Background: an optimization exercise with open tools, aiming at small area and a short achievable clock period. Do not read the settings as production practice.
Only simulation tests tie the RTL to the original design; equivalence was not proved.
Power is estimated from default activity; no workload was simulated.

File: design.v
package eth_stream_pkg;
	localparam int DATA_W = 32;  
	localparam int BLOCK_WORDS = 16;  
	localparam int BLOCK_BYTES = 64;  
	localparam int HDR_WORDS = 8;
	localparam int FIFO_DEPTH = 64;  
	localparam int FILL_W = 7;
	localparam int SLOTS = 2;  
	localparam int RESTART_CYCLES = 1000;  
	localparam int WORD_AW = $clog2(BLOCK_WORDS);  
	localparam int FIFO_AW = $clog2(FIFO_DEPTH);
	localparam int SLOT_W = $clog2(SLOTS);
	localparam int SLOT_CNT_W = $clog2(SLOTS + 1);  
	localparam int FRAME_WORDS = HDR_WORDS + BLOCK_WORDS + 1;  
	localparam int BEAT_W = $clog2(FRAME_WORDS);
	localparam int RESTART_W = $clog2(RESTART_CYCLES + 1);
	localparam int SPI_ADDR_W = 8;
	localparam int SPI_DATA_W = 64;
	localparam int SPI_XFER_BITS = SPI_ADDR_W + SPI_DATA_W;  
	localparam int SPI_CNT_W = $clog2(SPI_XFER_BITS + 1);
	localparam logic [SPI_ADDR_W-1:0] ADDR_CONTROL = 8'd15;  
	localparam logic [SPI_ADDR_W-1:0] ADDR_IP = 8'd21;
	localparam logic [SPI_ADDR_W-1:0] ADDR_PORT = 8'd22;
	localparam logic [SPI_ADDR_W-1:0] ADDR_MAC_MY = 8'd23;
	localparam logic [SPI_ADDR_W-1:0] ADDR_MAC_DEST = 8'd24;
	typedef struct packed {
		logic [31:0] ip_my;
		logic [31:0] ip_dest;
	} cfg_ip_t;
	typedef struct packed {
		logic [31:0] unused;
		logic [15:0] port_my;
		logic [15:0] port_dest;  
	} cfg_port_t;
	typedef struct packed {
		logic [15:0] unused;
		logic [47:0] mac;
	} cfg_mac_t;
	typedef union packed {
		cfg_ip_t ip;
		cfg_port_t port;
		cfg_mac_t mac;
	} cfg_payload_u;
	typedef struct packed {
		logic [31:0] ip_my;
		logic [31:0] ip_dest;
		logic [15:0] port_my;
		logic [15:0] port_dest;
		logic [47:0] mac_my;
		logic [47:0] mac_dest;
		logic stream_off;  
	} stream_cfg_t;
	typedef struct packed {
		logic [DATA_W-1:0] data;
		logic wr;
	} sample_in_t;
	typedef struct packed {
		logic en;
		logic [SLOT_W-1:0] slot;
		logic [WORD_AW-1:0] addr;
		logic [DATA_W-1:0] data;
	} buf_wr_t;
	typedef struct packed {
		logic [SLOT_W-1:0] slot;
		logic [7:0] channel;
		logic [15:0] length;  
		logic [DATA_W-1:0] checksum;  
		logic [31:0] stamp;  
	} block_desc_t;
	typedef struct packed {
		logic [DATA_W-1:0] data;
		logic sop;
		logic eop;
		logic wren;
	} tx_word_t;
endpackage
module spi_config_regs (
	input logic clk_125,
	input logic rst_crc,
	input logic spi_sclk,
	input logic spi_mosi,
	input logic spi_cs_n,
	output logic stream_off,
	output logic [31:0] ip_my,
	output logic [31:0] ip_dest,
	output logic [15:0] port_my,
	output logic [15:0] port_dest_p1,  
	output logic [47:0] mac_my,
	output logic [47:0] mac_dest
);
	logic [2:0] sclk_q;  
	logic [1:0] mosi_q;  
	logic [2:0] cs_q;
	logic sclk_rise;
	logic cs_rise;
	logic cs_active;
	logic [71:0] shift_q;
	logic [6:0] bit_cnt;
	logic [7:0] addr;
	logic xfer_ok;
	always_ff @(posedge clk_125)
	begin
		if (rst_crc)
		begin
			sclk_q <= '0;
			mosi_q <= '0;
			cs_q <= '1;
		end
		else
		begin
			sclk_q <= {sclk_q[1:0], spi_sclk};
			mosi_q <= {mosi_q[0], spi_mosi};
			cs_q <= {cs_q[1:0], spi_cs_n};
		end
	end
	assign sclk_rise = sclk_q[1] && !sclk_q[2];
	assign cs_rise = cs_q[1] && !cs_q[2];
	assign cs_active = !cs_q[1];
	always_ff @(posedge clk_125)
	begin
		if (cs_active && sclk_rise)
			shift_q <= {shift_q[70:0], mosi_q[1]};
	end
	always_ff @(posedge clk_125)
	begin
		if (rst_crc)
			bit_cnt <= '0;
		else if (!cs_active)
			bit_cnt <= '0;
		else if (sclk_rise && bit_cnt != '1)
			bit_cnt <= bit_cnt + 1'b1;
	end
	assign addr = shift_q[71:64];
	assign xfer_ok = cs_rise && (bit_cnt == 7'd72);
	always_ff @(posedge clk_125)
	begin
		if (rst_crc)
		begin
			stream_off <= 1'b1;
			ip_my <= '0;
			ip_dest <= '0;
			port_my <= '0;
			port_dest_p1 <= 16'd1;
			mac_my <= '0;
			mac_dest <= '0;
		end
		else if (xfer_ok)
		begin
			case (addr)
				8'd15: stream_off <= shift_q[0];
				8'd21:
				begin
					ip_my <= shift_q[63:32];
					ip_dest <= shift_q[31:0];
				end
				8'd22:
				begin
					port_my <= shift_q[31:16];
					port_dest_p1 <= shift_q[15:0] + 16'd1;
				end
				8'd23: mac_my <= shift_q[47:0];
				8'd24: mac_dest <= shift_q[47:0];
				default: ;
			endcase
		end
	end
endmodule
module channel_fifo (
	input logic clk_125,
	input logic rst_crc,
	input logic flush,
	input logic wr,
	input logic rd,  
	input logic [3:0] wc,  
	input logic [9:0] new_oh,  
	output logic wr_ok,
	output logic [9:0] wr_oh,  
	output logic alloc,  
	output logic [3:0] head_blk,  
	output logic rdy  
);
	logic [5:0] wr_ptr;
	logic [1:0] rd_blk;
	logic [6:0] fill;
	logic [3:0] sec_blk [4];
	logic [9:0] cur_oh;
	logic [3:0] new_id;
	logic start;
	assign start = wr_ptr[3:0] == 4'd0;
	assign wr_ok = wr && !flush && !fill[6];  
	assign alloc = wr_ok && start;
	assign wr_oh = start ? new_oh : cur_oh;
	assign head_blk = sec_blk[rd_blk];
	assign rdy = |fill[6:4];
	always_comb
	begin
		new_id = '0;
		for (int b = 0; b < 10; b++)
			if (new_oh[b])
				new_id = new_id | 4'(b);
	end
	always_ff @(posedge clk_125)
	begin
		if (alloc)
		begin
			sec_blk[wr_ptr[5:4]] <= new_id;
			cur_oh <= new_oh;
		end
	end
	always_ff @(posedge clk_125)
	begin
		if (rst_crc || flush)
		begin
			wr_ptr <= '0;
			rd_blk <= '0;
			fill <= '0;
		end
		else
		begin
			if (wr_ok)
				wr_ptr <= wr_ptr + 1'b1;
			if (rd && wc == 4'd15)
				rd_blk <= rd_blk + 1'b1;
			case ({wr_ok, rd})
				2'b10: fill <= fill + 1'b1;
				2'b01: fill <= fill - 1'b1;
				default: ;
			endcase
		end
	end
endmodule
module block_pool (
	input logic clk_125,
	input logic rst_crc,
	input logic flush,  
	input logic wr_ok0,
	input logic [9:0] wr_oh0,
	input logic alloc0,
	input logic [31:0] din0,
	input logic wr_ok1,
	input logic [9:0] wr_oh1,
	input logic alloc1,
	input logic [31:0] din1,
	output logic [9:0] new_oh0,
	output logic [9:0] new_oh1,
	input logic take_blk,  
	input logic [3:0] take_id,
	input logic commit,  
	input logic [3:0] burst_id,
	input logic rd_shift,  
	input logic free_blk,  
	input logic [9:0] rd_oh,
	output logic [31:0] rd_word  
);
	localparam logic [1:0] B_FREE = 2'd0;
	localparam logic [1:0] B_FIFO = 2'd1;
	localparam logic [1:0] B_BURST = 2'd2;
	localparam logic [1:0] B_SLOT = 2'd3;
	logic [31:0] blk [10][16];
	logic [1:0] st [10];
	logic [1:0] st_n [10];
	logic [9:0] free_n;
	logic [9:0] en;
	logic [9:0] wq0;
	logic [9:0] wq1;
	logic [31:0] dq0;
	logic [31:0] dq1;
	logic [9:0] hit;
	logic [9:0] low_seen;
	logic [9:0] high_seen;
	always_ff @(posedge clk_125)
	begin
		wq0 <= wr_ok0 ? wr_oh0 : '0;
		wq1 <= wr_ok1 ? wr_oh1 : '0;
		dq0 <= din0;
		dq1 <= din1;
	end
	always_comb
	begin
		for (int b = 0; b < 10; b++)
			en[b] = wq0[b] || wq1[b] || (rd_shift && rd_oh[b]);
	end
	always_ff @(posedge clk_125)
	begin
		for (int b = 0; b < 10; b++)
			if (en[b])
			begin
				for (int i = 0; i < 15; i++)
					blk[b][i] <= blk[b][i + 1];
				blk[b][15] <= wq1[b] ? dq1 : dq0;
			end
	end
	always_comb
	begin
		for (int b = 0; b < 10; b++)
		begin
			st_n[b] = st[b];
			if (rst_crc)
				st_n[b] = B_FREE;
			else if ((alloc0 && new_oh0[b]) || (alloc1 && new_oh1[b]))
				st_n[b] = B_FIFO;
			else if (take_blk && take_id == 4'(b))
				st_n[b] = B_BURST;
			else if (flush && (st[b] == B_FIFO || st[b] == B_BURST))
				st_n[b] = B_FREE;
			else if (commit && burst_id == 4'(b))
				st_n[b] = B_SLOT;
			else if (free_blk && rd_oh[b])
				st_n[b] = B_FREE;
			hit[b] = (alloc0 && new_oh0[b]) || (alloc1 && new_oh1[b]);
			free_n[b] = rst_crc || (!hit[b] && ((st[b] == B_FREE)
				|| (flush && (st[b] == B_FIFO || st[b] == B_BURST))
				|| (free_blk && rd_oh[b])));
		end
		low_seen[0] = 1'b0;
		for (int b = 1; b < 10; b++)
			low_seen[b] = low_seen[b - 1] || free_n[b - 1];
		high_seen[9] = 1'b0;
		for (int b = 8; b >= 0; b--)
			high_seen[b] = high_seen[b + 1] || free_n[b + 1];
	end
	always_ff @(posedge clk_125)
	begin
		for (int b = 0; b < 10; b++)
			st[b] <= st_n[b];
		new_oh0 <= free_n & ~low_seen;
		new_oh1 <= free_n & ~high_seen;
	end
	always_comb
	begin
		rd_word = '0;
		for (int b = 0; b < 10; b++)
			rd_word = rd_word | (blk[b][0] & {32{rd_oh[b]}});
	end
endmodule
module block_assembler (
	input logic clk_125,
	input logic rst_crc,
	input logic stream_off,
	input logic time_clr,
	input logic rdy0,
	input logic rdy1,
	input logic frame_done,
	input logic [3:0] head0,  
	input logic [3:0] head1,
	output logic can_start,
	output logic pick,  
	output logic [15:0] pkt_cnt,
	output logic reading,
	output logic sel,  
	output logic [3:0] word_cnt,
	output logic wr_slot,
	output logic desc_valid,
	output logic [3:0] burst_id,  
	output logic commit  
);
	localparam logic [1:0] S_IDLE = 2'd0;
	localparam logic [1:0] S_READ = 2'd1;
	localparam logic [1:0] S_DONE = 2'd2;
	logic [1:0] state;
	logic [9:0] wait_cnt;
	logic go;
	logic restart;
	logic prefer;
	logic [1:0] slots_used;
	assign restart = time_clr || stream_off;
	assign go = wait_cnt == 10'd1000;
	assign pick = (rdy0 && rdy1) ? prefer : rdy1;
	assign can_start = (state == S_IDLE) && go && !restart && !desc_valid
		&& (slots_used < 2'd2) && (rdy0 || rdy1);
	assign reading = state == S_READ;
	assign commit = (state == S_DONE) && !stream_off;
	always_ff @(posedge clk_125)
	begin
		if (can_start)
			burst_id <= pick ? head1 : head0;
	end
	always_ff @(posedge clk_125)
	begin
		if (rst_crc || restart)
			wait_cnt <= '0;
		else if (!go)
			wait_cnt <= wait_cnt + 1'b1;
	end
	always_ff @(posedge clk_125)
	begin
		if (rst_crc)
		begin
			state <= S_IDLE;
			word_cnt <= '0;
			sel <= 1'b0;
			prefer <= 1'b0;
			wr_slot <= 1'b0;
			desc_valid <= 1'b0;
		end
		else
		begin
			desc_valid <= 1'b0;
			if (stream_off)
				state <= S_IDLE;
			else
			begin
				case (state)
					S_IDLE:
					begin
						if (can_start)
						begin
							state <= S_READ;
							sel <= pick;
							prefer <= !pick;
							word_cnt <= '0;
						end
					end
					S_READ:
					begin
						word_cnt <= word_cnt + 1'b1;
						if (word_cnt == 4'd15)
							state <= S_DONE;
					end
					S_DONE:
					begin
						desc_valid <= 1'b1;
						wr_slot <= !wr_slot;
						state <= S_IDLE;
					end
					default: state <= S_IDLE;
				endcase
			end
		end
	end
	always_ff @(posedge clk_125)
	begin
		if (rst_crc || time_clr)
			pkt_cnt <= '0;
		else if (can_start)
			pkt_cnt <= pkt_cnt + 1'b1;
	end
	always_ff @(posedge clk_125)
	begin
		if (rst_crc)
			slots_used <= '0;
		else
		begin
			case ({desc_valid, frame_done})
				2'b10: slots_used <= slots_used + 1'b1;
				2'b01: slots_used <= slots_used - 1'b1;
				default: ;
			endcase
		end
	end
endmodule
module stream_framer (
	input logic clk_125,
	input logic rst_crc,
	input logic [31:0] ip_my,
	input logic [31:0] ip_dest,
	input logic [15:0] port_my,
	input logic [15:0] port_dest_p1,
	input logic [47:0] mac_my,
	input logic [47:0] mac_dest,
	input logic can_start,
	input logic pick,
	input logic [31:0] stamp_in,
	input logic wr_slot,
	input logic desc_valid,
	input logic [3:0] burst_id,
	output logic [9:0] rd_oh,  
	output logic rd_shift,
	input logic [31:0] rd_word,
	input logic tx_rdy,
	output logic [31:0] tx_data,
	output logic tx_sop,
	output logic tx_eop,
	output logic tx_wren,
	output logic frame_done
);
	logic [31:0] stamp0;
	logic [31:0] stamp1;
	logic chan0;
	logic chan1;
	logic q_valid;
	logic [9:0] q_oh;
	logic [9:0] cur_oh;
	logic busy;
	logic [4:0] beat;
	logic cur;  
	logic take;
	logic accept;
	logic last_beat;
	logic [15:0] h_mac_dest_lo;
	logic [47:0] h_mac_my;
	logic [31:0] h_ip_my;
	logic [31:0] h_ip_dest;
	logic [15:0] h_port_my;
	logic [15:0] h_port_dest_p1;
	logic [31:0] txd;
	logic [31:0] acc;
	logic [31:0] sum;
	logic [31:0] next_word;
	logic sop_q;
	logic eop_q;
	assign take = !busy && q_valid;
	assign accept = busy && tx_rdy;
	assign last_beat = beat == 5'd24;
	assign frame_done = accept && last_beat;
	assign rd_shift = accept && (beat >= 5'd7) && (beat <= 5'd22);
	assign rd_oh = cur_oh;
	always_ff @(posedge clk_125)
	begin
		if (can_start && !wr_slot)
		begin
			stamp0 <= stamp_in;
			chan0 <= pick;
		end
		if (can_start && wr_slot)
		begin
			stamp1 <= stamp_in;
			chan1 <= pick;
		end
	end
	always_ff @(posedge clk_125)
	begin
		if (rst_crc)
			q_valid <= 1'b0;
		else
		begin
			if (take)
				q_valid <= 1'b0;
			if (desc_valid)
				q_valid <= 1'b1;
		end
	end
	always_ff @(posedge clk_125)
	begin
		if (desc_valid)
			for (int b = 0; b < 10; b++)
				q_oh[b] <= burst_id == 4'(b);
		if (take)
			cur_oh <= q_oh;
	end
	always_ff @(posedge clk_125)
	begin
		if (rst_crc)
		begin
			busy <= 1'b0;
			beat <= '0;
			cur <= 1'b0;
			sop_q <= 1'b0;
			eop_q <= 1'b0;
		end
		else if (take)
		begin
			busy <= 1'b1;
			beat <= '0;
			sop_q <= 1'b1;
			eop_q <= 1'b0;
		end
		else if (accept)
		begin
			sop_q <= 1'b0;
			eop_q <= beat == 5'd23;
			if (last_beat)
			begin
				busy <= 1'b0;
				beat <= '0;
				cur <= !cur;
			end
			else
				beat <= beat + 1'b1;
		end
	end
	always_ff @(posedge clk_125)
	begin
		if (take)
		begin
			h_mac_dest_lo <= mac_dest[15:0];
			h_mac_my <= mac_my;
			h_ip_my <= ip_my;
			h_ip_dest <= ip_dest;
			h_port_my <= port_my;
			h_port_dest_p1 <= port_dest_p1;
		end
	end
	assign sum = acc + txd;
	always_ff @(posedge clk_125)
	begin
		if (accept && (beat >= 5'd8) && (beat <= 5'd22))
			acc <= (beat == 5'd8) ? txd : sum;
	end
	always_comb
	begin
		case (beat)
			5'd0: next_word = {h_mac_dest_lo, h_mac_my[47:32]};
			5'd1: next_word = h_mac_my[31:0];
			5'd2: next_word = h_ip_my;
			5'd3: next_word = h_ip_dest;
			5'd4: next_word = {h_port_my, h_port_dest_p1};
			5'd5: next_word = cur ? stamp1 : stamp0;
			5'd6: next_word = {15'd0, cur ? chan1 : chan0, 16'd64};
			5'd23: next_word = sum;
			default: next_word = rd_word;
		endcase
	end
	always_ff @(posedge clk_125)
	begin
		if (take)
			txd <= mac_dest[47:16];
		else if (accept)
			txd <= next_word;
	end
	assign tx_data = txd;
	assign tx_sop = sop_q;
	assign tx_eop = eop_q;
	assign tx_wren = accept;
endmodule
module eth_stream_top (
	input logic clk_125,
	input logic rst_crc,
	input logic spi_sclk,
	input logic spi_mosi,
	input logic spi_cs_n,
	input logic [31:0] ch0_data,
	input logic ch0_wr,
	input logic [31:0] ch1_data,
	input logic ch1_wr,
	input logic [15:0] numb_inter,
	input logic time_clr,
	input logic tx_rdy,
	output logic [31:0] tx_data,
	output logic tx_sop,
	output logic tx_eop,
	output logic tx_wren
);
	logic stream_off;
	logic [31:0] ip_my;
	logic [31:0] ip_dest;
	logic [15:0] port_my;
	logic [15:0] port_dest_p1;
	logic [47:0] mac_my;
	logic [47:0] mac_dest;
	logic rdy0;
	logic rdy1;
	logic wr_ok0;
	logic wr_ok1;
	logic [9:0] wr_oh0;
	logic [9:0] wr_oh1;
	logic alloc0;
	logic alloc1;
	logic [9:0] new_oh0;
	logic [9:0] new_oh1;
	logic [3:0] head0;
	logic [3:0] head1;
	logic can_start;
	logic pick;
	logic [15:0] pkt_cnt;
	logic reading;
	logic sel;
	logic [3:0] word_cnt;
	logic wr_slot;
	logic desc_valid;
	logic [3:0] burst_id;
	logic commit;
	logic frame_done;
	logic [9:0] rd_oh;
	logic rd_shift;
	logic [31:0] rd_word;
	spi_config_regs u_spi (
		.clk_125(clk_125), .rst_crc(rst_crc),
		.spi_sclk(spi_sclk), .spi_mosi(spi_mosi), .spi_cs_n(spi_cs_n),
		.stream_off(stream_off), .ip_my(ip_my), .ip_dest(ip_dest),
		.port_my(port_my), .port_dest_p1(port_dest_p1),
		.mac_my(mac_my), .mac_dest(mac_dest)
	);
	channel_fifo u_fifo0 (
		.clk_125(clk_125), .rst_crc(rst_crc), .flush(stream_off),
		.wr(ch0_wr), .rd(reading && !sel), .wc(word_cnt), .new_oh(new_oh0),
		.wr_ok(wr_ok0), .wr_oh(wr_oh0), .alloc(alloc0), .head_blk(head0), .rdy(rdy0)
	);
	channel_fifo u_fifo1 (
		.clk_125(clk_125), .rst_crc(rst_crc), .flush(stream_off),
		.wr(ch1_wr), .rd(reading && sel), .wc(word_cnt), .new_oh(new_oh1),
		.wr_ok(wr_ok1), .wr_oh(wr_oh1), .alloc(alloc1), .head_blk(head1), .rdy(rdy1)
	);
	block_pool u_pool (
		.clk_125(clk_125), .rst_crc(rst_crc), .flush(stream_off),
		.wr_ok0(wr_ok0), .wr_oh0(wr_oh0), .alloc0(alloc0), .din0(ch0_data),
		.wr_ok1(wr_ok1), .wr_oh1(wr_oh1), .alloc1(alloc1), .din1(ch1_data),
		.new_oh0(new_oh0), .new_oh1(new_oh1),
		.take_blk(can_start), .take_id(pick ? head1 : head0),
		.commit(commit), .burst_id(burst_id),
		.rd_shift(rd_shift), .free_blk(frame_done), .rd_oh(rd_oh), .rd_word(rd_word)
	);
	block_assembler u_asm (
		.clk_125(clk_125), .rst_crc(rst_crc), .stream_off(stream_off),
		.time_clr(time_clr), .rdy0(rdy0), .rdy1(rdy1), .frame_done(frame_done),
		.head0(head0), .head1(head1),
		.can_start(can_start), .pick(pick), .pkt_cnt(pkt_cnt),
		.reading(reading), .sel(sel), .word_cnt(word_cnt),
		.wr_slot(wr_slot), .desc_valid(desc_valid),
		.burst_id(burst_id), .commit(commit)
	);
	stream_framer u_framer (
		.clk_125(clk_125), .rst_crc(rst_crc),
		.ip_my(ip_my), .ip_dest(ip_dest), .port_my(port_my),
		.port_dest_p1(port_dest_p1), .mac_my(mac_my), .mac_dest(mac_dest),
		.can_start(can_start), .pick(pick), .stamp_in({numb_inter, pkt_cnt}),
		.wr_slot(wr_slot), .desc_valid(desc_valid), .burst_id(burst_id),
		.rd_oh(rd_oh), .rd_shift(rd_shift), .rd_word(rd_word),
		.tx_rdy(tx_rdy), .tx_data(tx_data), .tx_sop(tx_sop), .tx_eop(tx_eop),
		.tx_wren(tx_wren), .frame_done(frame_done)
	);
endmodule
File: run.sh
#!/bin/bash
# synth_recipe.tcl (not shown) runs the flow's synth.tcl, then flattens the netlist and writes it again
# the make line also repeats each setting of config.mk as NAME=value (left out here)
make -C /OpenROAD-flow-scripts/flow DESIGN_CONFIG=/design/flow/config.mk WORK_HOME=/design/flow/orfs CLKGATE_MAP_FILE= SYNTH_SCRIPT=/design/flow/synth_recipe.tcl finish
File: config.mk
export PLATFORM = sky130hd
export DESIGN_NAME = eth_stream_top
export DESIGN_NICKNAME = eth_stream_top
export VERILOG_FILES = /design/flow/design.v
export SDC_FILE = /design/flow/constraint.sdc
export NUM_CORES = 4
export LEC_CHECK = 0
export CAP_MARGIN = 20
export CORE_MARGIN = 2
export CORE_UTILIZATION = 55
export CTS_CLUSTER_DIAMETER = 80
export CTS_CLUSTER_SIZE = 30
export PLACE_DENSITY = 0.68
export SETUP_SLACK_MARGIN = 4.5
export SLEW_MARGIN = 20
File: constraint.sdc
create_clock -name core_clock -period 8.0 [get_ports {clk_125}]
set_input_delay 1.6000 -clock core_clock [delete_from_list [all_inputs] [get_ports {clk_125}]]
set_output_delay 1.6000 -clock core_clock [all_outputs]
set_load 0.01 [all_outputs]
==> results_dict.tcl, run 1 <==
set metrics [dict create \
    netlist_area_sq_um 192000 \
    status "timing/DRC/antenna clean" \
    critPathArrivalTime_ps 1980 \
    antenna_found_initial 26 \
    ys_seq_area_frac 0.912 \
    nNetsFinal 9042 \
    drt_iter0_drc 9002 \
    syn_nets 8800 \
    p_int_mw 39.5 \
    clk_pin_slew_worst_paths_ps 110 \
    crit_buf_inv 3 \
    grt_pass1_vias 72300 \
    hold_buffers 0 \
    slew_headroom 0.235 \
    antenna_left 0 \
    worst_slew_pin_slew_ps 1150 \
    cp-start-kind "input pin" \
    maxCapViolCount 0 \
    cpMaxStageDelayCell "buf_6" \
    yosysWarnings 8 \
    fp.dieW_microns 595 \
    cts_tree "built" \
    portBuffers 123 \
    p_leak_nw 63.3 \
    end_kind "output pin" \
    fin_worst_skew_ps 68.5 \
    first_pass_iters 6 \
    finalSetupViolCount 0 \
    synth.avg_cell_area_sq_um 22.2 \
    slew_viol_final 0 \
    clock_path_buffers 4 \
    sequentialPowerShare 0.697 \
    wl_per_cell_microns 24.3 \
    rsz0062_at_grt "true" \
    crit_family "buffers and inverters" \
    grt_remaining_overflow 0 \
    cp_common_cell "buf_6" \
    worstSetupPathType "input pin to output pin" \
    io_pins 124 \
    p_per_area_nw_per_um2 234 \
    clock-sinks 5972 \
    layout_commonest_cell "edfxtp_1" \
    clk_latency_ps 970 \
    dieArea_sq_um 354000 \
    final_util 0.594 \
    fin_crit_sh 0.447 \
    fill_cells 24200 \
    synth_edf_count 5558 \
    root_buffer "clkbuf_16" \
    vias 75800 \
    hold_path.class "register to register" \
    area_delta_synth_final_pct 7.78 \
    whs_ps 389 \
    crit_chain "buf_6 -> nand2_8 -> clkinvlp_4 -> buf_6" \
    placed_cells 13200 \
    instances_no_fill 13600 \
    postRouteWirelength_microns 332000 \
    final_cell_mix "edfxtp_1, nand2_1, dfxtp_1" \
    p_total_mw 48.4 \
    p_clk_frac 0.300 \
    die_y_microns 595 \
    final-hold-violation-count 0 \
    setup_tns_ps 0 \
    drc 0 \
    post-route-min-period_ps 3580 \
    fmax_mhz 280 \
    grt_max_degree 201 \
    start_util 0.551 \
    cp.required_ps 6400 \
    syn_inst 8639 \
    synth-main-ff-cell "edfxtp_1" \
    place_congestion 0.874 \
    vias_per_cell 5.56 \
    ir_drop_uv 188 \
    comb_power_share 0.003 \
    async_reset_ff_frac 0 \
    fp-row-count 217 \
    grt_use_total 0.183 \
    sw_frac_of_total 0.185 \
    synth.distinct_cells 71 \
    seqCellArea_sq_um 175000 \
    numCtsBuffers 232 \
    core_area_sq_um 349000 \
    hpwlAfterDp_microns 188000 \
    p_switching_mw 8.93 \
    cpPeakStageDelay_ps 120 \
    synth_seq_cells 5972 \
    drive_gt1_frac 0.0939 \
    grt_pass1_wl_microns 479000 \
    multi_input_area_sq_um 16100 \
    critical_path.max_fanout 2 \
    htreeDepth 4 \
]
worst paths after layout:
path / from / end / slack, ps / cells past startpoint
hold reg to reg: u_pool.blk[127][15] / u_pool.blk[126][15] / 390 / 0
setup reg to reg: u_framer.cur_oh[8] / u_pool.blk[140][14] / 4540 / 4
setup / recovery: tx_rdy / tx_wren / 4420 / 4
hold / removal: u_pool.blk[127][15] / u_pool.blk[126][15] / 390 / 0
cell usage after synthesis, drive strengths merged (4+ instances only):
cell type / number / area [sq um]
nor3b: 5 / 37.5
or2: 16 / 100
a211o: 14 / 123
o21ai: 92 / 460
nor4bb: 4 / 40.0
nor3: 34 / 175
and2: 14 / 87.6
buf: 58 / 235
or3: 16 / 100
ha: 69 / 863
nor4: 4 / 25.0
nand2: 506 / 1900
a211oi: 24 / 180
dfxtp: 414 / 8290
o22ai: 7 / 43.8
edfxtp: 5558 / 167000
nor2b: 20 / 125
a22o: 70 / 613
a31oi: 11 / 68.8
o21bai: 6 / 45.0
inv: 69 / 259
o31ai: 4 / 30.0
o2111ai: 5 / 43.8
a22oi: 101 / 758
mux4: 8 / 180
a221oi: 90 / 806
nand2b: 16 / 100
xor2: 51 / 447
mux2i: 40 / 400
or4: 4 / 30.0
nand4: 35 / 225
o221a: 11 / 124
o221ai: 4 / 35.0
o211ai: 18 / 135
and3: 19 / 119
o21a: 4 / 30.0
a222oi: 5 / 50.1
nand3: 72 / 360
xnor2: 47 / 412
clkbuf: 201 / 754
mux2: 322 / 3630
a21oi: 296 / 1500
a21o: 36 / 270
nor2: 215 / 807
per-stage QoR:
| stage | cell area, sq um | setup slack [ps] |
|---|---|---|
| 6_report | 207000 | 4420 |
| 5_1_grt | 207000 | 4410 |
| 4_1_cts | 207000 | 4170 |
| 3_5_place_dp | 200000 | 3020 |
| 3_3_place_gp | 200000 | 3020 |
| 2_1_floorplan | 192000 | 2120 |
power by group through the flow:
stage / combinational [mW] / sequential [mW] / clock [mW]
after CTS: 0.168 / 33.7 / 15.0
after detailed placement: 0.166 / 34.4 / 0
after floorplan: 0.108 / 34.3 / 0
after global placement: 0.162 / 34.4 / 0
after global routing: 0.180 / 33.7 / 15.9
final: 0.167 / 33.7 / 14.5
layout make-up:
cell class	instances	area share
Inverter	69	0.00129
Clock inverter	42	0.00310
Clock buffer	350	0.0305
Antenna cell	4	0.0000483
Sequential cell	5972	0.846
Timing Repair Buffer	262	0.0135
Tap cell	4599	0.0278
Multi-Input combinational cell	2344	0.0779
registers in the layout (all words and copies together), names as in the netlist, 20 cells and up, named ones only:
| register | cells |
|---|---|
| u_pool.blk | 5120 |
| u_spi.shift_q | 72 |
| u_framer.h_mac_my | 48 |
| u_spi.mac_dest | 48 |
| u_spi.mac_my | 48 |
| u_framer.acc | 32 |
| u_framer.h_ip_dest | 32 |
| u_framer.h_ip_my | 32 |
| u_framer.stamp0 | 32 |
| u_framer.stamp1 | 32 |
| u_framer.txd | 32 |
| u_pool.dq0 | 32 |
| u_pool.dq1 | 32 |
| u_spi.ip_dest | 32 |
| u_spi.ip_my | 32 |
| u_pool.st | 20 |
what timing repair did:
action                                  in CTS  in global routing
hold endpoints to repair                     0                  0
endpoints found under the setup margin    3732                210
gates cloned                                 5                  2
pin swaps                                    6                  9
setup buffers                               22                  4
gates resized for setup                     53                 32
per-layer routing:
metal	GRT usage	share of wire
met3	0.0264	0.064
met2	0.286	0.47
met5	0	0.000036
met1	0.274	0.44
met4	0.0507	0.028
kinds of logic (layout without fill, tap and decap cells):
kind of cell | Yosys count | after routing | synth area share
DFF | 5972 | 5972 | 0.912
buffers and inverters | 328 | 723 | 0.00650
xor gates and xnor gates | 98 | 98 | 0.00447
muxes | 370 | 370 | 0.0219
AOI/OAI and AO/OA | 811 | 816 | 0.0284
and+or+nand+nor | 988 | 988 | 0.0224
adders and majority gates | 72 | 72 | 0.00480
other | 0 | 4 | 0
==> run 2: changes to the inputs <==
--- a/design.v
+++ b/design.v
@@ -183,13 +183,17 @@
 	logic [1:0] rd_blk;
 	logic [6:0] fill;
 	logic [3:0] sec_blk [4];
-	logic [9:0] cur_oh;
+	logic [3:0] cur_id;
 	logic [3:0] new_id;
+	logic [9:0] cur_oh;
 	logic start;
 	assign start = wr_ptr[3:0] == 4'd0;
 	assign wr_ok = wr && !flush && !fill[6];  
 	assign alloc = wr_ok && start;
 	assign wr_oh = start ? new_oh : cur_oh;
+	always_comb
+		for (int b = 0; b < 10; b++)
+			cur_oh[b] = cur_id == 4'(b);
 	assign head_blk = sec_blk[rd_blk];
 	assign rdy = |fill[6:4];
 	always_comb
@@ -204,7 +208,7 @@
 		if (alloc)
 		begin
 			sec_blk[wr_ptr[5:4]] <= new_id;
-			cur_oh <= new_oh;
+			cur_id <= new_id;
 		end
 	end
 	always_ff @(posedge clk_125)
@@ -258,14 +262,12 @@
 	localparam logic [1:0] B_SLOT = 2'd3;
 	logic [31:0] blk [10][16];
 	logic [1:0] st [10];
-	logic [1:0] st_n [10];
-	logic [9:0] free_n;
+	logic [9:0] is_free;
 	logic [9:0] en;
 	logic [9:0] wq0;
 	logic [9:0] wq1;
 	logic [31:0] dq0;
 	logic [31:0] dq1;
-	logic [9:0] hit;
 	logic [9:0] low_seen;
 	logic [9:0] high_seen;
 	always_ff @(posedge clk_125)
@@ -293,38 +295,33 @@
 	always_comb
 	begin
 		for (int b = 0; b < 10; b++)
-		begin
-			st_n[b] = st[b];
-			if (rst_crc)
-				st_n[b] = B_FREE;
-			else if ((alloc0 && new_oh0[b]) || (alloc1 && new_oh1[b]))
-				st_n[b] = B_FIFO;
-			else if (take_blk && take_id == 4'(b))
-				st_n[b] = B_BURST;
-			else if (flush && (st[b] == B_FIFO || st[b] == B_BURST))
-				st_n[b] = B_FREE;
-			else if (commit && burst_id == 4'(b))
-				st_n[b] = B_SLOT;
-			else if (free_blk && rd_oh[b])
-				st_n[b] = B_FREE;
-			hit[b] = (alloc0 && new_oh0[b]) || (alloc1 && new_oh1[b]);
-			free_n[b] = rst_crc || (!hit[b] && ((st[b] == B_FREE)
-				|| (flush && (st[b] == B_FIFO || st[b] == B_BURST))
-				|| (free_blk && rd_oh[b])));
-		end
+			is_free[b] = st[b] == B_FREE;
 		low_seen[0] = 1'b0;
 		for (int b = 1; b < 10; b++)
-			low_seen[b] = low_seen[b - 1] || free_n[b - 1];
+			low_seen[b] = low_seen[b - 1] || is_free[b - 1];
 		high_seen[9] = 1'b0;
 		for (int b = 8; b >= 0; b--)
-			high_seen[b] = high_seen[b + 1] || free_n[b + 1];
+			high_seen[b] = high_seen[b + 1] || is_free[b + 1];
+		new_oh0 = is_free & ~low_seen;
+		new_oh1 = is_free & ~high_seen;
 	end
 	always_ff @(posedge clk_125)
 	begin
 		for (int b = 0; b < 10; b++)
-			st[b] <= st_n[b];
-		new_oh0 <= free_n & ~low_seen;
-		new_oh1 <= free_n & ~high_seen;
+		begin
+			if (rst_crc)
+				st[b] <= B_FREE;
+			else if ((alloc0 && new_oh0[b]) || (alloc1 && new_oh1[b]))
+				st[b] <= B_FIFO;
+			else if (take_blk && take_id == 4'(b))
+				st[b] <= B_BURST;
+			else if (flush && (st[b] == B_FIFO || st[b] == B_BURST))
+				st[b] <= B_FREE;
+			else if (commit && burst_id == 4'(b))
+				st[b] <= B_SLOT;
+			else if (free_blk && rd_oh[b])
+				st[b] <= B_FREE;
+		end
 	end
 	always_comb
 	begin
@@ -479,7 +476,7 @@
 	logic chan0;
 	logic chan1;
 	logic q_valid;
-	logic [9:0] q_oh;
+	logic [3:0] q_blk;
 	logic [9:0] cur_oh;
 	logic busy;
 	logic [4:0] beat;
@@ -533,10 +530,10 @@
 	always_ff @(posedge clk_125)
 	begin
 		if (desc_valid)
-			for (int b = 0; b < 10; b++)
-				q_oh[b] <= burst_id == 4'(b);
+			q_blk <= burst_id;
 		if (take)
-			cur_oh <= q_oh;
+			for (int b = 0; b < 10; b++)
+				cur_oh[b] <= q_blk == 4'(b);
 	end
 	always_ff @(posedge clk_125)
 	begin
==> run 2 against run 1 <==
  * Largest cell class unchanged
  * Highest routed layer unchanged
  * Routed wire length grew 1.1%
  * Power shrank 0.20%
  * Clock-buffer cell count shrank 10
  * Global-route usage grew 0.23 points
  * Cell area is essentially flat
  * Non-clock buffer count grew 24
==> results_dict.tcl, run 2 <==
set metrics [dict create \
    fp-row-count 216 \
    ys_seq_area_frac 0.910 \
    hpwlAfterDp_microns 188000 \
    setup_tns_ps 0 \
    io_pins 124 \
    r2r_start "u_framer.cur_oh[1]" \
    start_util 0.553 \
    vias 75800 \
    clock_path_buffers 4 \
    slew_viol_final 0 \
    portBuffers 123 \
    r2r_slack_ps 4540 \
    clk_pin_slew_worst_paths_ps 100 \
    slew_headroom 0.266 \
    final_cell_mix "edfxtp_1, nand2_1, dfxtp_1" \
    ir_drop_uv 192 \
    netlist_area_sq_um 191000 \
    hold_buffers 0 \
    layout_commonest_cell "edfxtp_1" \
    grt_remaining_overflow 0 \
    cp-start-kind "input pin" \
    fin_worst_skew_ps 69.5 \
    antenna_found_initial 19 \
    grt_max_degree 156 \
    placed_area_sq_um 199000 \
    largest_reg_flops 5120 \
    final-hold-violation-count 0 \
    first_pass_iters 6 \
    htreeDepth 4 \
    synth.distinct_cells 77 \
    cpMaxStageDelayCell "buf_6" \
    synth.most_common_cell "edfxtp_1" \
    synth_edf_count 5540 \
    fp.dieW_microns 594 \
    hold-path-endpoint "u_pool.blk[56][16]" \
    async_reset_ff_frac 0 \
    end_kind "output pin" \
    antenna_left 0 \
    core_area_sq_um 346000 \
    reg2reg_depth 8 \
    worstSetupPathType "input pin to output pin" \
    synth_seq_cells 5934 \
    finalSetupViolCount 0 \
    fmax_mhz 283 \
    maxCapViolCount 0 \
    p_leak_nw 63.2 \
    ys_top_cells_by_count "edfxtp_1, nand2_1, dfxtp_1" \
    place_congestion 0.867 \
    grt_pass1_wl_microns 486000 \
    p_total_mw 48.3 \
    root_buffer "clkbuf_16" \
    synthTopCellsByArea "edfxtp_1, dfxtp_1, mux2_2, nand2_1, a21oi_1" \
    hold_depth 0 \
    whs_ps 398 \
    die_y_microns 594 \
    worst_slew_pin_slew_ps 1100 \
    regMostFlops "u_pool.blk" \
    synth-main-ff-cell "edfxtp_1" \
    fin_crit_sh 0.442 \
    min_from "u_pool.blk[57][16]" \
    critical_path.max_fanout 5 \
    fin_area_sq_um 207000 \
    dieArea_sq_um 353000 \
    clk_latency_ps 980 \
    vias_per_cell 5.56 \
    area_delta_synth_final_pct 8.17 \
    syn_inst 8617 \
    reg_top3 "u_pool.blk x5120, u_spi.shift_q x72" \
    critPathArrivalTime_ps 1940 \
    final_util 0.598 \
    yosysWarnings 7 \
    numCtsBuffers 236 \
    synth.avg_cell_area_sq_um 22.2 \
    drive_gt1_frac 0.101 \
    grt_use_total 0.185 \
    post-route-min-period_ps 3540 \
    cpPeakStageDelay_ps 120 \
    nNetsFinal 9058 \
    regToRegEndpoint "u_framer.txd[18]" \
    cts_tree "built" \
    postRouteWirelength_microns 335000 \
    p_per_area_nw_per_um2 233 \
    status "timing/DRC/antenna clean" \
    hold_path.class "register to register" \
    rsz0062_at_grt "true" \
    clock-sinks 5934 \
    drt_iter0_drc 9238 \
    syn_nets 8778 \
    crit_chain "buf_6 -> nand2_4 -> inv_4 -> buf_6" \
    cp.required_ps 6400 \
    drc 0 \
    yosysTopAreaCellShare 0.869 \
    yosysTopAreaCell "edfxtp_1" \
    grt_pass1_vias 73700 \
    wl_per_cell_microns 24.6 \
    cp_common_cell "buf_6" \
]
==> run 2: changes by cell type after synthesis, sizes merged, moves of 16 or more <==
cell and delta:
a22oi +24, a22o -23, mux2 +22, dfxtp -20, nand2 +20, nand3 -20
edfxtp -18, a21oi -16, nor2 -16
==> run 2: stage by stage <==
| step | std cells | setup WS, ps |
|---|---|---|
| finish | 13600 | 4460 |
| global route | 13600 | 4460 |
| CTS | 13600 | 4290 |
| detailed placement | 13200 | 2980 |
| global placement | 13200 | 2880 |
| floorplan | 8617 | 1800 |
==> run 2: final cells by class <==
type,instances,area (sq um)
clock buffer,340,6450
fill,23700,139000
clock inverter,41,726
multi-input combinational,2364,16400
sequential,5934,174000
antenna,4,10.0
timing repair buffer,286,3210
inverter,75,295
tap,4578,5730
==> run 2: cells by family after synthesis <==
family | after synthesis | share of synthesized area
muxes | 391 | 0.0232
xor gates and xnor gates | 97 | 0.00444
and+or+nand+nor | 998 | 0.0230
buffers and inverters | 332 | 0.00666
AOI/OAI and AO/OA | 793 | 0.0277
adders and majority gates | 72 | 0.00482
DFF | 5934 | 0.910
==> run 2: worst max-delay path by stage <==
stage           start           endpoint  slack, ps  cells after the start
3_3_place_gp   ch0_wr    u_fifo0.fill[6]       2880                     13
4_1_cts        tx_rdy            tx_wren       4290                      4
3_5_place_dp   tx_rdy  u_pool.blk[54][7]       2980                      6
5_1_grt        tx_rdy            tx_wren       4460                      4
6_report       tx_rdy            tx_wren       4460                      4
2_1_floorplan  tx_rdy   u_pool.blk[0][0]       1800                      4
==> run 2: power by group <==
part	switching, mW	internal [mW]
clock	8.75	5.86
combinational	0.0613	0.101
sequential	0.116	33.4
==> run 2: metal layers <==
layer	GRT usage	up-vias	wire length, microns
li1	-	34100	-
met1	0.274	38900	146000
met2	0.293	2315	159000
met3	0.0293	412	21800
met4	0.0454	2	8400
met5	0	-	18
==> run 2: critical path, delay by kind of cell <==
family | cells | cell delay, ps
and+or+nand+nor | 1 | 60
buffers and inverters | 3 | 270
==> run 2: repair_timing <==
action,in CTS,in global routing
setup buffers,22,21
pin swaps,3,7
gates cloned,8,11
resized for setup,119,35
setup endpoints to repair,2123,3477
==> run 3: changes to the inputs <==
--- a/config.mk
+++ b/config.mk
@@ -7,9 +7,9 @@
 export LEC_CHECK = 0
 export CAP_MARGIN = 20
 export CORE_MARGIN = 2
-export CORE_UTILIZATION = 55
+export CORE_UTILIZATION = 62
 export CTS_CLUSTER_DIAMETER = 80
 export CTS_CLUSTER_SIZE = 30
-export PLACE_DENSITY = 0.68
-export SETUP_SLACK_MARGIN = 4.5
+export PLACE_DENSITY = 0.74
+export SETUP_SLACK_MARGIN = 4.6
 export SLEW_MARGIN = 20
==> run 3 against run 2 <==
  * Flip-flop and latch count is the same
  * Power shrank 0.29%
  * Register-to-register slack improved by 120 ps
  * First-iteration DRC count increased by 16%
  * Via count rose by 3.1%
  * Synthesized cell count unchanged
  * Critical path type unchanged
==> results_dict.tcl, run 3 <==
set metrics [dict create \
    status "timing/DRC/antenna clean" \
    syn_nets 8778 \
    yosysTopAreaCellShare 0.869 \
    clock-sinks 5934 \
    setup_tns_ps 0 \
    regMostFlops "u_pool.blk" \
    antenna_found_initial 33 \
    antenna_left 0 \
    ys_top_cells_by_count "edfxtp_1, nand2_1, dfxtp_1" \
    core_area_sq_um 308000 \
    async_reset_ff_frac 0 \
    root_buffer "clkbuf_16" \
    netlist_area_sq_um 191000 \
    cp-start-kind "input pin" \
    slew_headroom 0.235 \
    grt_remaining_overflow 0 \
    placed_cells 12700 \
    fin_crit_sh 0.444 \
    cts_tree "built" \
    worst_slew_pin_slew_ps 1150 \
    numCtsBuffers 230 \
    ys_seq_area_frac 0.910 \
    syn_inst 8617 \
    slew_viol_final 0 \
    io_pins 124 \
    synth.avg_cell_area_sq_um 22.2 \
    yosysTopAreaCell "edfxtp_1" \
    largest_reg_flops 5120 \
    hold_path.class "register to register" \
    portBuffers 123 \
    die_y_microns 560 \
    synth.distinct_cells 77 \
    hold_buffers 0 \
    postRouteWirelength_microns 359000 \
    post-route-min-period_ps 3550 \
    first_pass_iters 6 \
    fp.dieW_microns 560 \
    synthTopCellsByArea "edfxtp_1, dfxtp_1, mux2_2, nand2_1, a21oi_1" \
    dieArea_sq_um 313000 \
    clock_path_buffers 4 \
    crit_chain "buf_2 -> nand2_4 -> inv_4 -> buf_6" \
    finalSetupViolCount 0 \
    wl_per_cell_microns 27.2 \
    critical_path.max_fanout 3 \
    cp.required_ps 6400 \
    fmax_mhz 282 \
    synth_seq_cells 5934 \
    crit_buf_inv 3 \
    ir_drop_uv 194 \
    start_util 0.621 \
    area_delta_synth_final_pct 7.94 \
    synth.most_common_cell "edfxtp_1" \
    end_kind "output pin" \
    htreeDepth 4 \
    clk_latency_ps 970 \
    synth-main-ff-cell "edfxtp_1" \
    critPathArrivalTime_ps 1950 \
    grt_use_total 0.223 \
    synth_edf_count 5540 \
    nNetsFinal 9086 \
    hpwlAfterDp_microns 192000 \
    final-hold-violation-count 0 \
    fin_worst_skew_ps 75.0 \
    yosysWarnings 7 \
    crit_family "buffers and inverters" \
    grt_pass1_wl_microns 510000 \
    instances_no_fill 13200 \
    place_congestion 0.845 \
    p_per_area_nw_per_um2 233 \
    final_cell_mix "edfxtp_1, nand2_1, dfxtp_1" \
    grt_pass1_vias 75800 \
    drt_iter0_drc 10700 \
    worstSetupPathType "input pin to output pin" \
    layout_commonest_cell "edfxtp_1" \
    grt_max_degree 133 \
    fp-row-count 204 \
    maxCapViolCount 0 \
    cpMaxStageDelayCell "buf_2" \
    reg_top3 "u_pool.blk x5120, u_spi.shift_q x72" \
    cpPeakStageDelay_ps 120 \
    drc 0 \
    p_leak_nw 63.4 \
    drive_gt1_frac 0.106 \
    rsz0062_at_grt "true" \
    clk_pin_slew_worst_paths_ps 100 \
    vias_per_cell 5.91 \
    vias 78100 \
]
run 3: cell counts after synthesis:
No cell type changed its count.
run 3: logic make-up (layout without fill, tap and decap cells):
logic type,Yosys count,in the layout,share of synthesized area
xor gates and xnor gates,97,97,0.00444
buffers and inverters,332,782,0.00666
and+or+nand+nor,998,998,0.0230
muxes,391,391,0.0232
other,0,5,0
adders and majority gates,72,72,0.00482
AOI/OAI and AO/OA,793,810,0.0277
DFF,5934,5934,0.910
run 3: what timing repair did:
action | CTS | global route
gates resized for setup | 172 | 36
pin swaps | 5 | 9
gates cloned | 24 | 1
buffers inserted | 37 | 26
endpoints found under the setup margin | 4179 | 2482
run 3: power by group:
| group | switching (mW) | total [mW] | internal, mW |
|---|---|---|---|
| Clock | 8.78 | 14.5 | 5.69 |
| Sequential | 0.111 | 33.5 | 33.4 |
| Combinational | 0.0734 | 0.175 | 0.102 |
run 3: layout make-up:
| cell class | instances | area (sq um) |
|---|---|---|
| inverter | 75 | 295 |
| multi-input combinational | 2368 | 16500 |
| sequential | 5934 | 174000 |
| clock inverter | 34 | 488 |
| timing repair buffer | 316 | 3540 |
| clock buffer | 357 | 6390 |
| tap | 4120 | 5150 |
| antenna | 5 | 12.5 |
| fill | 18500 | 101000 |
run 3: path summary, 6_finish.rpt:
kind,start,end,slack [ps],cells past startpoint
setup reg to reg,u_framer.beat[1],u_pool.blk[141][7],4660,6
hold reg to reg,u_pool.blk[33][30],u_pool.blk[32][30],380,0
setup / recovery,tx_rdy,tx_wren,4450,4
hold / removal,u_pool.blk[33][30],u_pool.blk[32][30],380,0
run 3: per-layer routing:
metal	wire length, microns	global-route usage	part of all wire	up-vias
met5	72	0	0.00020	-
met4	11000	0.0613	0.031	10
met3	27600	0.0291	0.077	492
met2	176000	0.366	0.49	3160
met1	145000	0.323	0.40	40200
li1	-	-	-	34200
run 3: through the flow:
stage / instance area, sq um / worst slack, ps / hold slack (ps) / utilization / total power [mW]
after floorplan: 192000 / 1800 / 386 / - / 34.2
after global placement: 198000 / 2950 / 400 / 0.644 / 34.4
after detailed placement: 198000 / 2970 / 397 / 0.644 / 34.4
after CTS: 206000 / 4290 / 383 / 0.669 / 48.4
after global routing: 207000 / 4440 / 385 / 0.671 / 49.4
final: 207000 / 4450 / 382 / 0.671 / 48.1
==> run 4: changes to the inputs <==
--- a/design.v
+++ b/design.v
@@ -289,7 +289,7 @@
 			begin
 				for (int i = 0; i < 15; i++)
 					blk[b][i] <= blk[b][i + 1];
-				blk[b][15] <= wq1[b] ? dq1 : dq0;
+				blk[b][15] <= (dq0 & {32{wq0[b]}}) | (dq1 & {32{wq1[b]}});
 			end
 	end
 	always_comb
--- a/config.mk
+++ b/config.mk
@@ -7,9 +7,9 @@
 export LEC_CHECK = 0
 export CAP_MARGIN = 20
 export CORE_MARGIN = 2
-export CORE_UTILIZATION = 62
+export CORE_UTILIZATION = 55
 export CTS_CLUSTER_DIAMETER = 80
 export CTS_CLUSTER_SIZE = 30
-export PLACE_DENSITY = 0.74
-export SETUP_SLACK_MARGIN = 4.6
+export PLACE_DENSITY = 0.68
+export SETUP_SLACK_MARGIN = 4.5
 export SLEW_MARGIN = 20
==> run 4 against run 3 <==
  * Fmax is 1.4% lower
  * Sequential share of layout area is 0.28 points higher
  * Routed wire length is 1.7% lower
  * Cell count is 3.5% higher
  * Register-to-register slack worse by 260 ps
  * Highest routed layer unchanged
  * Critical path type is now register to register
  * Worst setup slack worse by 51 ps
  * Cell area is 0.31% lower
  * Clock skew is 16 ps higher
==> results_dict.tcl, run 4 <==
set metrics [dict create \
    hpwlAfterDp_microns 208000 \
    clock_path_buffers 4 \
    vias 77500 \
    clock-sinks 5934 \
    reg_top3 "u_pool.blk x5120, u_spi.shift_q x72" \
    rsz0062_at_grt "true" \
    clk_latency_ps 970 \
    yosysTopAreaCell "edfxtp_1" \
    crit_family "compound AO/OA/AOI/OAI gates" \
    fill_cells 23700 \
    regMostFlops "u_pool.blk" \
    synth_edf_count 5540 \
    synth.most_common_cell "edfxtp_1" \
    grt_pass1_vias 72900 \
    crit_buf_inv 1 \
    setup_ws_ps 4400 \
    post-route-min-period_ps 3600 \
    synth.avg_cell_area_sq_um 21.8 \
    layout_commonest_cell "edfxtp_1" \
    yosysWarnings 7 \
    synthSimpleGateAreaFrac 0.0251 \
    final-hold-violation-count 0 \
    htreeDepth 4 \
    async_reset_ff_frac 0 \
    vias_per_cell 5.67 \
    antenna_found_initial 34 \
    cts_tree "built" \
    hold_path.class "register to register" \
    synth_compound_area_frac 0.0426 \
    crit_chain "ha_1 -> nor2_1 -> o21ai_0 -> and3_4 -> a211o_4 -> buf_16" \
    drt_iter0_drc 10100 \
    clk_pin_slew_worst_paths_ps 110 \
    cpPeakStageDelay_ps 680 \
    final_cell_mix "edfxtp_1, nand2_1, a22o_1" \
    fin_crit_sh 0.450 \
    p_leak_nw 69.8 \
    yosysTopAreaCellShare 0.870 \
    largest_reg_flops 5120 \
    cp-start-kind "register" \
    grt_pass1_wl_microns 501000 \
    dr_wl_met3_microns 27800 \
    reg2reg_depth 6 \
    core_area_sq_um 346000 \
    grt_max_degree 198 \
    fin_worst_skew_ps 90.5 \
    place_congestion 0.871 \
    ys_top_cells_by_count "edfxtp_1, nand2_1, dfxtp_1" \
    met2_length_microns 161000 \
    p_per_area_nw_per_um2 233 \
    synth_mux_area_frac 0.00325 \
    syn_inst 8757 \
    top_layer_used "met5" \
    syn_nets 8918 \
    critical_path.max_fanout 154 \
    drc 0 \
    hold_depth 0 \
    finalSetupViolCount 0 \
    synthTopCellsByArea "edfxtp_1, dfxtp_1, a22o_1, nand2_1, a21oi_1" \
    die_y_microns 594 \
    synth_top_family_by_area "compound AO/OA/AOI/OAI gates" \
    hold_buffers 0 \
    io_pins 124 \
    setup_tns_ps 0 \
    slew_headroom 0.201 \
    hold-path-endpoint "u_pool.blk[140][8]" \
    end_kind "register" \
    maxCapViolCount 0 \
    dp_slack_ps 3030 \
    synthAdderAreaFrac 0.00483 \
    r2r_slack_ps 4400 \
    synth-main-ff-cell "edfxtp_1" \
    antenna_left 0 \
    ir_drop_uv 206 \
    drt-met1-wl_microns 155000 \
    synth_seq_cells 5934 \
    dieArea_sq_um 352000 \
    worst_slew_pin_slew_ps 1200 \
    nNetsFinal 9105 \
    synth.distinct_cells 88 \
    postRouteWirelength_microns 353000 \
    root_buffer "clkbuf_16" \
    portBuffers 123 \
    cp.required_ps 8580 \
    worstSetupPathType "register to register" \
    r2r_start "u_framer.beat[1]" \
    slew_viol_final 0 \
    area_delta_synth_final_pct 7.78 \
    drive_gt1_frac 0.0625 \
    fp.dieW_microns 594 \
    critPathArrivalTime_ps 4180 \
    start_util 0.553 \
    grt_use_total 0.196 \
    regToRegEndpoint "u_pool.blk[62][24]" \
    synthXorXnorAreaFrac 0.00422 \
    numCtsBuffers 232 \
    wl_per_cell_microns 25.8 \
    netlist_area_sq_um 191000 \
    ys_seq_area_frac 0.912 \
    fmax_mhz 278 \
    min_from "u_pool.blk[141][8]" \
    fp-row-count 216 \
    first_pass_iters 7 \
    grt_remaining_overflow 0 \
    cpMaxStageDelayCell "a211o_4" \
    status "timing/DRC/antenna clean" \
]
==> run 4: report_power, final <==
part / switching (mW) / internal [mW]
logic: 0.0693 / 0.0482
clock network: 8.65 / 5.67
registers: 0.138 / 33.4
==> run 4: logic make-up after synthesis <==
group,Yosys count
DFF,5934
AOI/OAI and AO/OA,1121
and+or+nand+nor,1077
adders and majority gates,72
buffers and inverters,409
muxes,52
xor gates and xnor gates,92
==> run 4: worst max path at each step <==
stage,startpoint,endpoint,cells past startpoint
after floorplan,tx_rdy,u_pool.blk[0][0],5
after global placement,ch1_wr,u_fifo1.fill[6],13
after detailed placement,tx_rdy,u_pool.blk[1][9],6
after CTS,tx_rdy,tx_wren,4
after global routing,u_framer.beat[0],u_pool.blk[63][23],7
final,u_framer.beat[1],u_pool.blk[62][24],6
==> run 4: per-stage QoR <==
stage / util / area, sq um / std cells / hold slack (ps) / total power, mW
2_1_floorplan: - / 191000 / 8757 / 386 / 34.2
3_3_place_gp: 0.573 / 198000 / 13200 / 399 / 34.3
3_5_place_dp: 0.573 / 198000 / 13200 / 396 / 34.3
4_1_cts: 0.594 / 205000 / 13600 / 376 / 48.4
5_1_grt: 0.595 / 206000 / 13700 / 385 / 49.3
6_report: 0.596 / 206000 / 13700 / 384 / 47.9
==> run 4: layout make-up <==
type                            instances  area, sq um  area share
Antenna cell                           10         25.0    0.000121
Clock buffer                          340         6280      0.0305
Clock inverter                         37          633     0.00307
Inverter                               73          289     0.00140
Multi-Input combinational cell       2422        15600      0.0760
Sequential cell                      5934       174000       0.846
Tap cell                             4578         5730      0.0278
Timing Repair Buffer                  281         3080      0.0150
==> run 4: timing repair <==
action	in CTS	in global routing
resized for setup	63	39
setup buffers	14	11
gates cloned	8	9
endpoints found under the setup margin	3662	3712
hold endpoints to repair	0	0
pin swaps	2	4
==> run 4: layer usage <==
layer  up-vias  GRT usage
li1      34600          -
met1     39600      0.303
met2      2846      0.297
met3       494     0.0286
met4         4     0.0488
met5         -          0
==> run 5: changes to the inputs <==
--- a/config.mk
+++ b/config.mk
@@ -11,5 +11,5 @@
 export CTS_CLUSTER_DIAMETER = 80
 export CTS_CLUSTER_SIZE = 30
 export PLACE_DENSITY = 0.68
-export SETUP_SLACK_MARGIN = 4.5
+export SETUP_SLACK_MARGIN = 4.45
 export SLEW_MARGIN = 20
==> run 5 against run 4 <==
  * Worst setup slack better by 39 ps
  * Core utilization is 0.13 points lower
  * Synthesized cell count stayed put
  * Sequential share of layout area is 0.18 points higher
  * Largest cell class unchanged
==> results_dict.tcl, run 5 <==
set metrics [dict create \
    status "timing/DRC/antenna clean" \
    p_leak_nw 69.5 \
    vias_per_cell 5.65 \
    place_congestion 0.871 \
    cp.required_ps 8520 \
    sequentialPowerShare 0.699 \
    hold_path.class "register to register" \
    clk_latency_ps 980 \
    synth.most_common_cell "edfxtp_1" \
    final_util 0.594 \
    clock-sinks 5934 \
    root_buffer "clkbuf_16" \
    die_y_microns 594 \
    clock_path_buffers 4 \
    ys_seq_area_frac 0.912 \
    postRouteWirelength_microns 348000 \
    synth.distinct_cells 88 \
    cts_tree "built" \
    largest_reg_flops 5120 \
    hold_buffers 0 \
    reg2reg_depth 6 \
    portBuffers 123 \
    yosysTopAreaCellShare 0.870 \
    synth_edf_count 5540 \
    maxCapViolCount 0 \
    synth_seq_cells 5934 \
    fmax_mhz 281 \
    p_clk_frac 0.298 \
    yosysWarnings 7 \
    antenna_found_initial 33 \
    syn_inst 8757 \
    synth-main-ff-cell "edfxtp_1" \
    ir_drop_uv 206 \
    p_per_area_nw_per_um2 233 \
    layout_commonest_cell "edfxtp_1" \
    worst_slew_pin_slew_ps 1190 \
    setup_tns_ps 0 \
    grt_pass1_wl_microns 497000 \
    p_switching_mw 8.84 \
    start_util 0.553 \
    comb_power_share 0.002 \
    critPathArrivalTime_ps 4080 \
    final_cell_mix "edfxtp_1, nand2_1, a22o_1" \
    hold-path-endpoint "u_pool.blk[140][8]" \
    drive_gt1_frac 0.0602 \
    io_pins 124 \
    grt_pass1_vias 72700 \
    ys_top_cells_by_count "edfxtp_1, nand2_1, dfxtp_1" \
    hold_depth 0 \
    dieArea_sq_um 352000 \
    slew_viol_final 0 \
    final-hold-violation-count 0 \
    synth.avg_cell_area_sq_um 21.8 \
    finalSetupViolCount 0 \
    slew_headroom 0.206 \
    critical_path.max_fanout 171 \
    rsz0062_at_grt "true" \
    synthTopCellsByArea "edfxtp_1, dfxtp_1, a22o_1, nand2_1, a21oi_1" \
    p_int_mw 39.1 \
    crit_start "u_framer.beat[1]" \
    fin_worst_skew_ps 96.5 \
    fp.dieW_microns 594 \
    placed_area_sq_um 198000 \
    post-route-min-period_ps 3560 \
    fp-row-count 216 \
    yosysTopAreaCell "edfxtp_1" \
    numCtsBuffers 232 \
    drc 0 \
    sw_frac_of_total 0.184 \
    min_from "u_pool.blk[141][8]" \
    drt_iter0_drc 10300 \
    async_reset_ff_frac 0 \
    netlist_area_sq_um 191000 \
    grt_remaining_overflow 0 \
    clk_pin_slew_worst_paths_ps 110 \
    grt_max_degree 198 \
    fin_area_sq_um 206000 \
    nNetsFinal 9088 \
    r2r_slack_ps 4440 \
    end_kind "register" \
    wl_per_cell_microns 25.5 \
    hpwlAfterDp_microns 208000 \
    first_pass_iters 6 \
    syn_nets 8918 \
    regMostFlops "u_pool.blk" \
    cp-start-kind "register" \
    regToRegEndpoint "u_pool.blk[141][8]" \
    worstSetupPathType "register to register" \
    reg_top3 "u_pool.blk x5120, u_spi.shift_q x72" \
    htreeDepth 4 \
    fin_crit_sh 0.445 \
    r2r_start "u_framer.beat[1]" \
    core_area_sq_um 346000 \
    antenna_left 0 \
    vias 77200 \
    area_delta_synth_final_pct 7.55 \
    grt_use_total 0.194 \
]
[run 5: cell counts after synthesis]
No cell type changed its count.
[run 5: routing by layer]
layer | routed length, microns | vias to the layer above | global-route usage
met5 | 27 | - | 0
met4 | 9220 | 4 | 0.0473
met3 | 26000 | 474 | 0.0290
met2 | 157000 | 2766 | 0.293
met1 | 156000 | 39500 | 0.301
li1 | - | 34500 | -
[run 5: per-stage QoR]
stage,worst slack (ps),instances,hold slack [ps],power [mW]
finish,4440,13700,383,47.9
global route,4220,13700,385,49.3
CTS,4300,13600,376,48.4
detailed placement,3030,13200,396,34.3
global placement,2900,13200,399,34.3
floorplan,2080,8757,386,34.2
[run 5: what timing repair did]
item | 4_1_cts | 5_1_grt
setup endpoints to repair | 3229 | 2409
gates resized for setup | 47 | 26
pin swaps | 0 | 2
gates cloned | 1 | 2
buffers inserted | 14 | 8
[run 5: layout make-up]
cell class	instances	area (sq um)
multi-input combinational	2415	15600
clock inverter	37	633
sequential	5934	174000
antenna	7	17.5
fill	23800	140000
clock buffer	340	6280
inverter	73	289
tap	4578	5730
timing repair buffer	271	2730
[run 5: cell families after synthesis]
| logic type | Yosys count | share of synthesized area |
|---|---|---|
| and+or+nand+nor | 1077 | 0.0251 |
| adders and majority gates | 72 | 0.00483 |
| buffers and inverters | 409 | 0.00835 |
| DFF | 5934 | 0.912 |
| xor gates and xnor gates | 92 | 0.00422 |
| AOI/OAI and AO/OA | 1121 | 0.0426 |
| muxes | 52 | 0.00325 |
[run 5: power groups by stage]
stage,Clock (mW),Combinational (mW),Sequential [mW]
2_1_floorplan,0,0.0641,34.1
3_5_place_dp,0,0.118,34.2
6_report,14.3,0.117,33.5
4_1_cts,14.7,0.118,33.5
5_1_grt,15.7,0.122,33.5
3_3_place_gp,0,0.115,34.2
[run 5: critical path, cell delays in order, from the launching register on]
cell and delay [ps]:
dfxtp_1 470, ha_1 320, nand2_1 190, nand2_1 120, and3_4 380, a211o_4 690
buf_12 670
[run 5: how the worst max path moves through the flow]
stage,cells past startpoint,slack [ps],endpoint
3_5_place_dp,6,3030,u_pool.blk[1][9]
3_3_place_gp,13,2900,u_fifo1.fill[6]
2_1_floorplan,5,2080,u_pool.blk[0][0]
5_1_grt,6,4220,u_pool.blk[79][23]
6_report,6,4440,u_pool.blk[141][8]
4_1_cts,4,4300,tx_wren
==> run 6: changes to the inputs <==
--- a/design.v
+++ b/design.v
@@ -496,11 +496,12 @@
 	logic [31:0] next_word;
 	logic sop_q;
 	logic eop_q;
+	logic pay_q;  
 	assign take = !busy && q_valid;
 	assign accept = busy && tx_rdy;
 	assign last_beat = beat == 5'd24;
 	assign frame_done = accept && last_beat;
-	assign rd_shift = accept && (beat >= 5'd7) && (beat <= 5'd22);
+	assign rd_shift = accept && pay_q;
 	assign rd_oh = cur_oh;
 	always_ff @(posedge clk_125)
 	begin
@@ -544,6 +545,7 @@
 			cur <= 1'b0;
 			sop_q <= 1'b0;
 			eop_q <= 1'b0;
+			pay_q <= 1'b0;
 		end
 		else if (take)
 		begin
@@ -551,11 +553,13 @@
 			beat <= '0;
 			sop_q <= 1'b1;
 			eop_q <= 1'b0;
+			pay_q <= 1'b0;
 		end
 		else if (accept)
 		begin
 			sop_q <= 1'b0;
 			eop_q <= beat == 5'd23;
+			pay_q <= (beat >= 5'd6) && (beat <= 5'd21);
 			if (last_beat)
 			begin
 				busy <= 1'b0;
--- a/config.mk
+++ b/config.mk
@@ -11,5 +11,5 @@
 export CTS_CLUSTER_DIAMETER = 80
 export CTS_CLUSTER_SIZE = 30
 export PLACE_DENSITY = 0.68
-export SETUP_SLACK_MARGIN = 4.45
+export SETUP_SLACK_MARGIN = 4.5
 export SLEW_MARGIN = 20
==> run 6 against run 5 <==
  * Power grew 0.29%
  * Register-to-register slack improved by 210 ps
  * Non-clock buffer count shrank 11
  * First-iteration DRC count decreased by 4.5%
  * Via count shrank 1.1%
  * Clock power barely moved
  * Synthesized cell count down 0.91%
  * Fmax fell by 1.2%
  * Core utilization is 0.050 points lower
  * Hold slack got worse by 19 ps
  * Critical path type is now input pin to output pin
  * Critical endpoint is now tx_wren
  * Largest power group unchanged
  * Highest routed layer is now met4
==> results_dict.tcl, run 6 <==
set metrics [dict create \
    hpwlAfterDp_microns 203000 \
    ir_drop_uv 183 \
    drt_iter0_drc 9835 \
    critPathArrivalTime_ps 2000 \
    synth.avg_cell_area_sq_um 22.0 \
    postRouteWirelength_microns 342000 \
    syn_nets 8838 \
    syn_inst 8677 \
    synth.distinct_cells 77 \
    layout_commonest_cell "edfxtp_1" \
    cp.required_ps 6400 \
    finalSetupViolCount 0 \
    yosysTopAreaCell "edfxtp_1" \
    largest_reg_flops 5120 \
    fin_worst_skew_ps 77.2 \
    clock_path_buffers 4 \
    die_y_microns 593 \
    sequentialPowerShare 0.697 \
    synth_mux_area_frac 0.00418 \
    fp-row-count 216 \
    async_reset_ff_frac 0 \
    worst_slew_pin_slew_ps 1210 \
    grt_use_total 0.192 \
    final_util 0.594 \
    start_util 0.552 \
    final-hold-violation-count 0 \
    regMostFlops "u_pool.blk" \
    slew_headroom 0.195 \
    vias 76400 \
    synth-main-ff-cell "edfxtp_1" \
    grt_pass1_vias 71900 \
    setup_tns_ps 0 \
    synth_edf_count 5540 \
    synth.most_common_cell "edfxtp_1" \
    core_area_sq_um 346000 \
    rsz0062_at_grt "true" \
    first_pass_iters 6 \
    antenna_left 0 \
    slew_viol_final 0 \
    worstSetupPathType "input pin to output pin" \
    dieArea_sq_um 352000 \
    grt_pass1_wl_microns 491000 \
    p_int_mw 39.2 \
    grt_max_degree 210 \
    drc 0 \
    cts_tree "built" \
    grt_remaining_overflow 0 \
    ys_top_cells_by_count "edfxtp_1, nand2_1, dfxtp_1" \
    p_switching_mw 8.90 \
    wl_per_cell_microns 25.2 \
    antenna_found_initial 26 \
    synthXorXnorAreaFrac 0.00477 \
    numCtsBuffers 234 \
    synth_compound_area_frac 0.0417 \
    fmax_mhz 278 \
    synthSimpleGateAreaFrac 0.0231 \
    io_pins 124 \
    fin_crit_sh 0.450 \
    final_cell_mix "edfxtp_1, nand2_1, a22o_1" \
    sw_frac_of_total 0.185 \
    yosysWarnings 7 \
    synth_top_family_by_area "compound AO/OA/AOI/OAI gates" \
    drive_gt1_frac 0.0598 \
    cp-start-kind "input pin" \
    reg_top3 "u_pool.blk x5120, u_spi.shift_q x72" \
    maxCapViolCount 0 \
    critical_path.max_fanout 5 \
    synth_seq_cells 5935 \
    post-route-min-period_ps 3600 \
    synthTopCellsByArea "edfxtp_1, dfxtp_1, a22o_1, nand2_1, a21oi_1" \
    status "timing/DRC/antenna clean" \
    yosysTopAreaCellShare 0.872 \
    p_clk_frac 0.301 \
    clk_pin_slew_worst_paths_ps 110 \
    root_buffer "clkbuf_16" \
    vias_per_cell 5.63 \
    clk_latency_ps 980 \
    synthAdderAreaFrac 0.00484 \
    clock-sinks 5935 \
    comb_power_share 0.002 \
    htreeDepth 4 \
    netlist_area_sq_um 191000 \
    p_leak_nw 62.4 \
    hold_buffers 0 \
    area_delta_synth_final_pct 7.59 \
    p_per_area_nw_per_um2 234 \
    nNetsFinal 9001 \
    hold_path.class "register to register" \
    fp.dieW_microns 593 \
    portBuffers 123 \
    end_kind "output pin" \
    place_congestion 0.842 \
    ys_seq_area_frac 0.914 \
]
==> run 6: final timing paths <==
check	startpoint	endpoint	slack, ps	depth (start not counted)
max reg2reg	u_framer.beat[4]	u_framer.txd[26]	4650	10
max	tx_rdy	tx_wren	4400	4
min reg2reg	u_pool.blk[94][21]	u_pool.blk[93][21]	360	0
min	u_pool.blk[94][21]	u_pool.blk[93][21]	360	0
==> run 6: final cells by class <==
cell class / instances / area (sq um)
sequential: 5935 / 174000
fill: 23700 / 140000
multi-input combinational: 2344 / 15200
clock buffer: 341 / 6330
tap: 4578 / 5730
timing repair buffer: 260 / 2620
clock inverter: 41 / 764
inverter: 65 / 262
antenna: 6 / 15.0
==> run 6: power by group through the flow <==
stage                     Sequential (mW)  Clock (mW)  Combinational [mW]
after floorplan                      34.1           0              0.0641
after global placement               34.2           0              0.0919
after detailed placement             34.2           0              0.0934
after CTS                            33.5        14.9              0.0938
after global routing                 33.5        15.8              0.0997
final                                33.5        14.5              0.0953
==> run 6: timing repair <==
item                                    4_1_cts  5_1_grt
gates cloned                                  0        0
pin swaps                                     1        0
resized for setup                            53        8
endpoints found under the setup margin      805       31
setup buffers                                19        4
==> run 6: per-stage QoR <==
step	hold WS (ps)	total power [mW]	area (sq um)	worst slack, ps	cells
after global placement	397	34.3	198000	3170	13200
after detailed placement	405	34.3	198000	3200	13200
after floorplan	386	34.2	191000	2220	8677
after global routing	364	49.4	205000	4380	13600
after CTS	365	48.5	205000	4280	13600
final	364	48.1	205000	4400	13600
==> run 6: critical path, stage by stage <==
cell	delay (ps)
buf_2	130
nand2_4	70
clkinv_4	60
buf_4	140
==> run 6: layer usage <==
layer	vias to the layer above	share of wire	routed length (microns)	track usage
met5	-	0	0	0
met4	0	0.029	10100	0.0534
met3	458	0.065	22200	0.0237
met2	2475	0.45	155000	0.288
met1	39200	0.45	154000	0.302
li1	34200	-	-	-
==> run 6: kinds of logic (layout without fill, tap and decap cells) <==
kind of cell | Yosys count | count (layout)
muxes | 67 | 67
DFF | 5935 | 5935
AOI/OAI and AO/OA | 1099 | 1099
xor gates and xnor gates | 104 | 104
adders and majority gates | 72 | 72
other | 0 | 6
buffers and inverters | 398 | 707
and+or+nand+nor | 1002 | 1002
